Background: an optimization exercise with open tools, aiming at small area, a short achievable clock period and few clock cycles per item. Do not read the settings as production practice. In this exercise RTL edits were held to simulation tests only and were not proved equivalent to the original. Power figures rest on the tool's default switching activity, not on a simulated workload.

==> flow/design.v <==
package fss_pkg;
   localparam int BYTE_BITS         = 8;
   localparam int CSR_INDEX_BITS    = 3;
   localparam int CSR_DATA_BITS     = 64;
   localparam int MATCH_BITS        = 6;
   localparam int OFFSET_OUT_BITS   = 32;
   localparam int REG_PATTERN_BYTES = 31;
   localparam int PATTERN_REG_BITS  = 4 * CSR_DATA_BITS;
   localparam logic [MATCH_BITS-1:0] MIN_MATCHES_RESET = 6'd31;
   typedef enum logic [CSR_INDEX_BITS-1:0] {
      CSR_PATTERN_LO    = 3'd0,
      CSR_PATTERN_MID   = 3'd1,
      CSR_PATTERN_UPPER = 3'd2,
      CSR_PATTERN_TOP   = 3'd3,
      CSR_FINAL_BYTE    = 3'd4,
      CSR_MIN_MATCHES   = 3'd5
   } csr_index_type;
   typedef struct packed {
      logic [CSR_DATA_BITS-1:0] pattern_top;
      logic [CSR_DATA_BITS-1:0] pattern_upper;
      logic [CSR_DATA_BITS-1:0] pattern_mid;
      logic [CSR_DATA_BITS-1:0] pattern_lo;
      logic [BYTE_BITS-1:0]     final_byte;
      logic [MATCH_BITS-1:0]    min_matches;
   } cfg_type;
endpackage
import fss_pkg::*;
module fss_match #(
   parameter int PATTERN_LEN = 32
) (
   input  logic [BYTE_BITS-1:0]                           data_byte,
   input  logic [PATTERN_LEN-1:0][BYTE_BITS-1:0]          pattern,
   output logic [PATTERN_LEN-1:0]                         equal
);
   for (genvar j = 0; j < PATTERN_LEN; j++) begin : g_pos
      assign equal[j] = (data_byte == pattern[j]);
   end
endmodule
import fss_pkg::*;
module fuzzy_signature_scanner #(
   parameter int PATTERN_LEN = 32,
   parameter int OFFSET_BITS = 32
) (
   input  logic                      clock,
   input  logic                      reset,
   input  logic                      req_valid,
   output logic                      req_ready,
   input  logic [7:0]                req_data_byte,
   input  logic                      req_end_of_region,
   output logic                      rsp_valid,
   input  logic                      rsp_ready,
   output logic                      rsp_found,
   output logic [31:0]               rsp_hit_offset,
   input  logic                      csr_wr_en,
   input  logic [2:0]                csr_index,
   input  logic [63:0]               csr_wdata
);
   localparam int N = PATTERN_LEN;
   logic [REG_PATTERN_BYTES-1:0][BYTE_BITS-1:0] pat_ff;    
   logic [BYTE_BITS-1:0]                        final_ff;  
   logic [MATCH_BITS-1:0]                       min_ff;
   logic [CSR_DATA_BITS-1:0] wdata;
   logic [5:0]               wr;
   assign wdata = reset ? {{(CSR_DATA_BITS-MATCH_BITS){1'b0}}, MIN_MATCHES_RESET} : csr_wdata;
   for (genvar r = 0; r < 6; r++) begin : g_wr
      assign wr[r] = reset || (csr_wr_en && csr_index == 3'(r));
   end
   always_ff @(posedge clock) begin
      if (wr[CSR_PATTERN_LO])    pat_ff[7:0]   <= reset ? '0 : wdata;
      if (wr[CSR_PATTERN_MID])   pat_ff[15:8]  <= reset ? '0 : wdata;
      if (wr[CSR_PATTERN_UPPER]) pat_ff[23:16] <= reset ? '0 : wdata;
      if (wr[CSR_PATTERN_TOP])   pat_ff[30:24] <= reset ? '0 : wdata[55:0];
      if (wr[CSR_FINAL_BYTE])    final_ff      <= reset ? '0 : wdata[BYTE_BITS-1:0];
      if (wr[CSR_MIN_MATCHES])   min_ff        <= wdata[MATCH_BITS-1:0];
   end
   logic                 in_valid_ff;
   logic [BYTE_BITS-1:0] in_byte_ff;
   logic                 in_eor_ff;
   logic                 ready_ff;
   logic                   first_ff;      
   logic [4:0]             seen_ff;       
   logic                   past_ff;       
   logic                   hit_done_ff;   
   logic [OFFSET_BITS-1:0] off_ff;        
   logic                   rsp_valid_ff, rsp_found_ff;
   logic [N-1:1][5:0] part;
   logic [N-1:0][BYTE_BITS-1:0] pattern;
   logic [N-1:0]                equal;
   assign pattern = {final_ff, pat_ff};
   fss_match #(
      .PATTERN_LEN(N)
   ) u_match (
      .data_byte(in_byte_ff),
      .pattern  (pattern),
      .equal    (equal)
   );
   logic hd, live, risky, stall, go;
   logic hit_if_eq, hit_if_ne, hit_now, miss_now, report;
   assign hd    = hit_done_ff && !first_ff;
   assign live  = !first_ff && (&seen_ff) && !hd;
   assign risky = live || (in_eor_ff && !hd);
   assign stall = rsp_valid_ff && risky;
   assign go    = in_valid_ff && !stall;
   logic hit_if_eq_ff, hit_if_ne_ff;
   logic ge0, ge1, ge2;
   assign ge0 = {1'b0, part[2]} >= {1'b0, min_ff};
   assign ge1 = {1'b0, part[2]} + 7'd1 >= {1'b0, min_ff};
   assign ge2 = {1'b0, part[2]} + 7'd2 >= {1'b0, min_ff};
   assign hit_if_eq = equal[N-2] ? ge2 : ge1;
   assign hit_if_ne = equal[N-2] ? ge1 : ge0;
   assign hit_now   = live && (equal[N-1] ? hit_if_eq_ff : hit_if_ne_ff);
   assign miss_now  = in_eor_ff && !hd && !hit_now;
   assign report    = go && (hit_now || miss_now);
   logic                   in_valid_d, in_eor_d, first_d, hit_done_d, rsp_valid_d;
   logic [4:0]             seen_d;
   logic                   hd_d, live_d, risky_d, stall_d;
   logic [OFFSET_BITS-1:0] off_inc, off_d;
   logic                   off_upd, off_sel;
   always_comb begin
      in_valid_d  = (req_valid && ready_ff) || (in_valid_ff && !go);
      in_eor_d    = ready_ff ? req_end_of_region : in_eor_ff;
      first_d     = go ? in_eor_ff : first_ff;
      seen_d      = go ? (first_ff ? 5'd1 : ((&seen_ff) ? seen_ff : seen_ff + 5'd1)) : seen_ff;
      hit_done_d  = go ? (hd || hit_now) : hit_done_ff;
      rsp_valid_d = report || (rsp_valid_ff && !rsp_ready);
      hd_d    = hit_done_d && !first_d;
      live_d  = !first_d && (&seen_d) && !hd_d;
      risky_d = live_d || (in_eor_d && !hd_d);
      stall_d = rsp_valid_d && risky_d;
      off_inc = (off_ff == {{(OFFSET_BITS-6){1'b1}}, 6'b011111}) ? off_ff : off_ff + 1'b1;
      off_upd = go && (live || (in_eor_ff && !hd));
      off_sel = off_upd && past_ff && live && !miss_now;
      off_d   = ({OFFSET_BITS{!off_upd}} & off_ff) | ({OFFSET_BITS{off_sel}} & off_inc);
   end
   always_ff @(posedge clock) begin
      if (reset) begin
         in_valid_ff  <= 1'b0;
         ready_ff     <= 1'b1;
         first_ff     <= 1'b1;
         rsp_valid_ff <= 1'b0;
      end else begin
         in_valid_ff  <= in_valid_d;
         ready_ff     <= !(in_valid_d && stall_d);
         first_ff     <= first_d;
         rsp_valid_ff <= rsp_valid_d;
      end
   end
   always_ff @(posedge clock) begin
      if (ready_ff) begin
         in_byte_ff <= req_data_byte;
         in_eor_ff  <= req_end_of_region;
      end
      seen_ff     <= seen_d;
      hit_done_ff <= hit_done_d;
      if (go) begin
         past_ff <= !first_ff && (&seen_ff);
         hit_if_eq_ff <= hit_if_eq;
         hit_if_ne_ff <= hit_if_ne;
      end
      off_ff       <= off_d;
      rsp_found_ff <= (report && hit_now) || (!report && rsp_found_ff);
   end
   for (genvar k = 1; k < N; k++) begin : g_part
      localparam int W = $clog2(N - k + 1);
      logic [W-1:0] part_ff;
      if (k == N - 1) begin : g_last
         always_ff @(posedge clock)
            if (go) part_ff <= equal[0];
      end else begin : g_mid
         always_ff @(posedge clock)
            if (go) part_ff <= W'(part[k+1]) + W'(equal[N-1-k]);
      end
      assign part[k] = 6'(part_ff);
   end
   assign req_ready      = ready_ff;
   assign rsp_valid      = rsp_valid_ff;
   assign rsp_found      = rsp_found_ff;
   assign rsp_hit_offset = off_ff;
endmodule
export LEC_CHECK = 0
export ABC_CLOCK_PERIOD_IN_PS = 2500
export CAP_MARGIN = 20
export CORE_MARGIN = 2
export CORE_UTILIZATION = 60
export CTS_CLUSTER_DIAMETER = 80
export CTS_CLUSTER_SIZE = 30
export SETUP_SLACK_MARGIN = 4.9
export SLEW_MARGIN = 20
create_clock -name core_clock -period 7.5 [get_ports {clock}]
standard.sh (not shown) runs the stock make flow with config.mk's settings and CLKGATE_MAP_FILE= SYNTH_SCRIPT=/design/flow/synth_recipe.tcl, a recipe that flattens the netlist after the stock synthesis.
==> flow/flow/run.sh <==
#!/bin/bash
set -euo pipefail
bash standard.sh \
  "BUFFER_PORTS_ARGS=-buffer_cell sky130_fd_sc_hd__buf_2" \
  "CTS_ARGS=-sink_clustering_enable -repair_clock_nets -sink_clustering_size 30 -sink_clustering_max_diameter 80 -dont_use_dummy_load" \
  finish > flow.log 2>&1
The starting point passed the timing, DRC and antenna checks.
Testbench counts at the start, summed over its fixed seeds: cycles 35,186, bytes 35,180.
Next try:
==> flow/run.sh (new file) <==
#!/bin/bash
# synth_recipe.tcl (not shown) runs the flow's synth.tcl, then flattens the netlist and writes it again
# the make line also repeats each setting of config.mk as NAME=value (left out here)
make -C /OpenROAD-flow-scripts/flow DESIGN_CONFIG=/design/flow/config.mk WORK_HOME=/design/flow/orfs CLKGATE_MAP_FILE= SYNTH_SCRIPT=/design/flow/synth_recipe.tcl finish
Settings changed: CORE_UTILIZATION 60 to 55, CTS_CLUSTER_DIAMETER 80 to default, CTS_CLUSTER_SIZE 30 to default, SETUP_SLACK_MARGIN 4.9 to 5.
removed: flow/flow/run.sh
removed: flow/standard.sh
Outcome: Non-clock buffer count is higher by 33. Power is higher by 24%. Wire length is higher by 5.5%.
Next try:
==> flow/flow/run.sh (new file) <==
#!/bin/bash
set -euo pipefail
bash standard.sh \
  "CTS_ARGS=-sink_clustering_enable -repair_clock_nets -sink_clustering_size 30 -sink_clustering_max_diameter 80 -dont_use_dummy_load" \
  finish > flow.log 2>&1
==> flow/standard.sh (new file) <==
#!/bin/bash
# synth_recipe.tcl (not shown) runs the flow's synth.tcl, then flattens the netlist and writes it again
# the make line also repeats each setting of config.mk as NAME=value (left out here)
make -C /OpenROAD-flow-scripts/flow DESIGN_CONFIG=/design/flow/config.mk WORK_HOME=/design/flow/orfs CLKGATE_MAP_FILE= SYNTH_SCRIPT=/design/flow/synth_recipe.tcl "${@:-finish}"
Settings changed: CORE_UTILIZATION 55 to 60, CTS_CLUSTER_DIAMETER from default to 80, CTS_CLUSTER_SIZE from default to 30.
removed: flow/run.sh
The new run finished clean; die area came out lower by a little under a tenth; count of clock-buffer cells in the layout goes down by 43; design area decreases by a few percent; setup slack gains 0.047 ns; power came out lower by about a fifth; worst hold slack gets worse by 0.0075 ns; via count increases slightly; final cell count went down by a few percent; combinational power went up by a few percent; clock skew came out higher by 0.031 ns; maximum frequency rises slightly.
Next try:
==> flow/flow/run.sh (replaced) <==
#!/bin/bash
set -euo pipefail
bash standard.sh \
  "CTS_ARGS=-sink_clustering_enable -repair_clock_nets -sink_clustering_size 30 -sink_clustering_max_diameter 80 -dont_use_dummy_load" \
  SETUP_SLACK_MARGIN=5.2 \
  finish > flow.log 2>&1
Settings changed: SETUP_SLACK_MARGIN 5 to default.
Outcome:
- total power is about the same
- cell count grows by about 2.5%
- count of clock-buffer cells in the layout falls by 3
- core utilization climbs by 4.1 points
- via count grows by 5.8%
- global-route usage increases by 2.6 points
- clock power is lower by about 6%
- clock skew fell by 0.018 ns
- maximum frequency falls by about 0.8%
- register-to-register slack gets better by 0.13 ns
- first-iteration DRC count rose by 27%

static timing again, ports no longer ideal:
In the flow no input, the clock included, has a driving cell. The finished layouts below were timed again as built, in two steps. Step 1 sets driving cells, clkbuf_16 on the clock port and buf_2 on the other inputs (assumed; they add their load-dependent delay and slew). Step 2 also shifts input and output timing later by t, the mid clock arrival at the registers, as if the neighbouring blocks saw the same clock. a / b / c = no drivers / after step 1 / after step 2; a / b = the first two.
run	t (ns)	setup WS [ns]	hold slack, ns	clock arrival spread, ns
the first run	0.580	4.819 / 4.832 / 4.252	0.471 / 0.471 / 0.471	0.052 / 0.053
the second run	0.630	4.896 / 4.841 / 4.296	0.538 / 0.538 / 0.538	0.024 / 0.024
the third run	0.593	4.943 / 4.891 / 4.499	0.530 / 0.530 / 0.530	0.056 / 0.057
the fourth run	0.587	4.922 / 4.868 / 4.598	0.533 / 0.533 / 0.533	0.037 / 0.037
After both steps every run listed still meets setup and hold. For the second run, which loses most, drivers alone change the setup slack by -0.055 ns; drivers and shift together by -0.600 ns.
